Context: an optimization exercise on an open-source flow, tuned for a short achievable clock period and few clock cycles. The choices shown serve that exercise and are no tape-out recipe. The RTL was checked by simulation tests, not by an equivalence proof against the original design.

==> run A: inputs <==
==> flow/design.v (excerpt) <==
module mipsCpu (
	input logic clk,
	input logic rst,
	output logic [DATA_WIDTH-1:0] pc,
	output logic instReqValid,
	input logic instReqReady,
	input logic [DATA_WIDTH-1:0] instruction,
	input logic instValid,
	output logic instReady,
	output logic [DATA_WIDTH-1:0] address,
	output logic memWrite,
	output logic memRead,
	output logic [DATA_WIDTH-1:0] writeData,
	input logic memReqReady,
	input logic [DATA_WIDTH-1:0] readData,
	input logic readDataValid,
	output logic readDataReady,
	output logic rfWen,
	output logic [REG_ADDR_WIDTH-1:0] rfWaddr,
	output logic [DATA_WIDTH-1:0] rfWdata,
	output logic [DATA_WIDTH-1:0] retirePc
);
==> flow/config.mk <==
export PLATFORM = sky130hd
export DESIGN_NAME = mipsCpu
export DESIGN_NICKNAME = mipsCpu
export VERILOG_FILES = /design/flow/design.v
export SDC_FILE = /design/flow/constraint.sdc
export NUM_CORES = 4
export LEC_CHECK = 0
export CAP_MARGIN = 20
export CORE_MARGIN = 2
export CORE_UTILIZATION = 40
export PLACE_DENSITY = 0.45
export SLEW_MARGIN = 20
==> flow/constraint.sdc <==
create_clock -name core_clock -period 11.0 [get_ports {clk}]
set_input_delay 2.2000 -clock core_clock [delete_from_list [all_inputs] [get_ports {clk}]]
set_output_delay 2.2000 -clock core_clock [all_outputs]
set_load 0.01 [all_outputs]
standard.sh (not shown) runs the stock make flow with config.mk's settings and CLKGATE_MAP_FILE= SYNTH_SCRIPT=/design/flow/synth_recipe.tcl, a recipe that flattens the netlist after the stock synthesis.
==> flow/flow/run.sh <==
#!/bin/bash
set -euo pipefail
bash standard.sh SETUP_SLACK_MARGIN=8 finish > make_finish.log 2>&1
==> inputs of run B, as changes to run A <==
--- a/flow/design.v
+++ b/flow/design.v
@@ -313,11 +313,15 @@
 		.a(aFwd), .b(bFwd), .sh(shAmt), .sub(eSub), .selAdd(eSelAdd), .selAnd(eSelAnd),
 		.selOr(eSelOr), .selXor(eSelXor), .selSlt(eSelSlt), .selSltu(eSelSltu),
 		.selSll(eSelSll), .selSrl(eSelSrl), .selSra(eSelSra), .result(aluRes)
 	);
 	assign agu = aFwd + eImm;
-	assign taken = (aFwd == bFwd);
+	logic eqOO, eqMO, eqOM;
+	assign eqOO = (eOpA == eOpB);
+	assign eqMO = (mRes == eOpB);
+	assign eqOM = (eOpA == mRes);
+	assign taken = byA ? (byB | eqMO) : (byB ? eqOM : eqOO);
 	assign mispredict = eV & (taken ? eMisEq : eMisNe);
 	assign redirE = advE & mispredict;
 	assign tgtE = eIsJr ? aFwd : eAltTgt;
 	logic pushM;
 	assign pushM = eV & advE & (eIsLw | eIsSw);
@@ -462,10 +466,12 @@
 			eV <= 1'b0;
 			eMisEq <= 1'b0;
 			eMisNe <= 1'b0;
 			waitA <= 1'b0;
 			waitB <= 1'b0;
+			byA <= 1'b0;
+			byB <= 1'b0;
 		end else begin
 			if (advE) begin
 				eV <= q0V & ~redirE;
 				eMisEq <= dIsBr & (dIsBne ? dPredT : (~dPredT & dOffNz));
 				eMisNe <= dIsJr | (dIsBr & (dIsBne ? (~dPredT & dOffNz) : dPredT));
@@ -474,18 +480,18 @@
 				posA <= dAPos;
 				byB <= dBBy;
 				waitB <= dBWait;
 				posB <= dBPos;
 			end else begin
-				if (stallR) begin
+				byA <= 1'b0;
+				if (byA)
+					eOpA <= mRes;
+				else if (stallR) begin
 					if (waitA & posA == 2'd2 & readDataValid) begin
 						eOpA <= readData;
 						waitA <= 1'b0;
 					end
-				end else if (byA) begin
-					eOpA <= mRes;
-					byA <= 1'b0;
 				end else if (waitA) begin
 					case (posA)
 						2'd0: posA <= 2'd1;
 						2'd1: begin
 							if (!ldqEmpty) begin
@@ -501,18 +507,18 @@
 							eOpA <= rRes;
 							waitA <= 1'b0;
 						end
 					endcase
 				end
-				if (stallR) begin
+				byB <= 1'b0;
+				if (byB)
+					eOpB <= mRes;
+				else if (stallR) begin
 					if (waitB & posB == 2'd2 & readDataValid) begin
 						eOpB <= readData;
 						waitB <= 1'b0;
 					end
-				end else if (byB) begin
-					eOpB <= mRes;
-					byB <= 1'b0;
 				end else if (waitB) begin
 					case (posB)
 						2'd0: posB <= 2'd1;
 						2'd1: begin
 							if (!ldqEmpty) begin
==> inputs of run F, as changes to run A <==
--- a/flow/design.v
+++ b/flow/design.v
@@ -196,16 +196,16 @@
 	output logic rfWen,
 	output logic [REG_ADDR_WIDTH-1:0] rfWaddr,
 	output logic [DATA_WIDTH-1:0] rfWdata,
 	output logic [DATA_WIDTH-1:0] retirePc
 );
-	logic [31:0] fpc, lastLink;
+	logic [31:0] fpc, rpc, lastLink;
 	logic [3:0] btbV;
 	logic [29:0] btbTag [4];
 	logic [29:0] btbTgt [4];
 	logic [1:0] btbRr;
-	logic [29:0] rqPc4 [4];  
+	logic [29:0] rqPc [4];
 	logic [3:0] rqBtb;
 	logic [1:0] rqHead, rqTail;
 	logic q0Btb, q1Btb, q2Btb;
 	logic reqV;
 	logic [2:0] outst, drop;
@@ -328,12 +328,13 @@
 	assign inLive = instValid & (drop == 3'd0);
 	assign inIsJ = (instruction[31:27] == 5'b00001);  
 	assign inIsJal = (instruction[31:26] == 6'h03);
 	assign inIsJr = (instruction[31:26] == 6'h00) & (instruction[5:0] == 6'h08);
 	logic inBtb;
+	assign rpc = {rqPc[rqHead], 2'b00};
 	assign inBtb = rqBtb[rqHead];
-	assign rpc4 = {rqPc4[rqHead], 2'b00};
+	assign rpc4 = rpc + 32'd4;
 	logic [3:0] btbHitV;
 	logic btbHit;
 	logic [29:0] btbT;
 	always_comb begin
 		btbT = 30'd0;
@@ -350,23 +351,18 @@
 	assign dBtbBad = q0Btb & ~dPredT & (q0Ins[31:27] != 5'b00001) & ~dIsJr;
 	assign redirD = q0V & dBtbBad & advE;
 	assign redirED = redirE | redirD;
 	logic btbFill;
 	assign btbFill = q0V & dPredT & ~q0Btb & advE;
-	logic [31:0] fpc4, seqN, baseN, lowN, edN, fpcN, jTgtI;
+	logic [31:0] seqN, baseN, lowN, edN, fpcN, jTgtI;
 	logic inJ, inJr;
-	assign fpc4 = fpc + 32'd4;
-	assign seqN = btbHit ? {btbT, 2'b00} : fpc4;
+	assign seqN = btbHit ? {btbT, 2'b00} : fpc + 32'd4;
 	assign baseN = reqAcc ? seqN : fpc;
 	assign jTgtI = {rpc4[31:28], instruction[25:0], 2'b00};
 	assign inJ = inLive & inIsJ;
 	assign inJr = inLive & inIsJr;
-	logic [31:0] tgtIw;
-	logic inTake;
-	assign tgtIw = inIsJ ? jTgtI : inIsJr ? lastLink : inBtgt;
-	assign inTake = (inIsJ | inIsJr | (inPredT & ~inBtb)) & inLive;
-	assign lowN = inTake ? tgtIw : baseN;
+	assign lowN = inJ ? jTgtI : inJr ? lastLink : inBr ? inBtgt : baseN;
 	assign edN = redirE ? tgtE : (dBtbBad ? dPc4 : dBtgt);
 	assign fpcN = redirED ? edN : lowN;
 	assign inQ = inLive;
 	logic inIsBr, inPredT, inBr;
 	logic [31:0] inBtgt;
@@ -449,11 +445,11 @@
 		end
 		{q0Ins, q0Pc4, q0Pt, q0Btb} <= a0V ? {a0Ins, a0Pc, a0Pt, a0Btb} : {instruction, rpc4, lastLink, inBtb};
 		{q1Ins, q1Pc4, q1Pt, q1Btb} <= a1V ? {a1Ins, a1Pc, a1Pt, a1Btb} : {instruction, rpc4, lastLink, inBtb};
 		{q2Ins, q2Pc4, q2Pt, q2Btb} <= a2V ? {a2Ins, a2Pc, a2Pt, a2Btb} : {instruction, rpc4, lastLink, inBtb};
 		if (reqAcc)
-			rqPc4[rqTail] <= fpc4[31:2];
+			rqPc[rqTail] <= fpc[31:2];
 		if (btbFill) begin
 			btbTag[btbRr] <= dPcm[31:2];
 			btbTgt[btbRr] <= dBtgt[31:2];
 		end
 	end
==> results.json <==
{
  "status": "timing/DRC/antenna clean",
  "critPathRequiredTime_ns": 11.82,
  "clock_buffers": 367,
  "path_max_fanout": 4,
  "coreArea_um2": 299000,
  "tightest_slew_ns": 1.36,
  "final_cells": 14300,
  "crit_cells": 15,
  "multi_input_cells": 5512,
  "startpoint_type": "input port",
  "dr.pass1.iters": 7,
  "holdWs_ns": 0.413
}
[end of results for run B]
==> results.json <==
{
  "htreeDepth": 5,
  "holdWs_ns": 0.412,
  "coreArea_um2": 296000,
  "multi_input_cells": 5371,
  "status": "timing/DRC/antenna clean",
  "grt.total_usage_pct": 36.8,
  "startpoint_type": "input port",
  "clock_buffers": 368,
  "tightest_slew_ns": 1.23,
  "path_max_fanout": 4,
  "max_slew_margin_pct": 17.7,
  "critPathRequiredTime_ns": 11.80
}
[end of results for run F]
==> results.json <==
{
  "status": "timing/DRC/antenna clean",
  "arrival_ns": 5.06,
  "coreArea_um2": 294000,
  "crit_cells": 18,
  "dr.pass1.iters": 9,
  "critPathRequiredTime_ns": 11.84,
  "final_cells": 14000,
  "startpoint_type": "flop",
  "holdWs_ns": 0.416,
  "clock_buffers": 344,
  "path_max_fanout": 7,
  "multi_input_cells": 5307
}
[end of results for run A]
Testbench counts of run A, summed over its fixed seeds: cycles 11,369.
Testbench counts of run B, summed over its fixed seeds: cycles 11,369.
Testbench counts of run F, summed over its fixed seeds: cycles 11,369.

[what the ideal ports hide]
The flow's constraints put no driver on any port. The routed layouts listed below were extracted and timed again, unchanged, in two steps. Step 1 assumes that a clkbuf_16 drives the clock port and a buf_2 every other input. Step 2 moves the port delays by t, midway between the first and last clock arrival at a register: inputs arrive t later, outputs are due t later. That takes back most of the time a late clock gives input paths. Three values: ideal ports, drivers, drivers and shift; two values: the first two.
run | t (ns) | setup WS [ns] | worst register clock-pin slew, ns
run A | 1.005 | 6.780 / 6.780 / 6.043 | 0.07 / 0.07
run B | 1.008 | 6.806 / 6.853 / 5.845 | 0.07 / 0.07
run F | 1.004 | 6.523 / 6.551 / 5.576 | 0.07 / 0.07
After both steps setup and hold are still met in every run listed. The setup slack of run B, which loses most, moves by +0.047 ns with the drivers and by -0.961 ns with both steps.
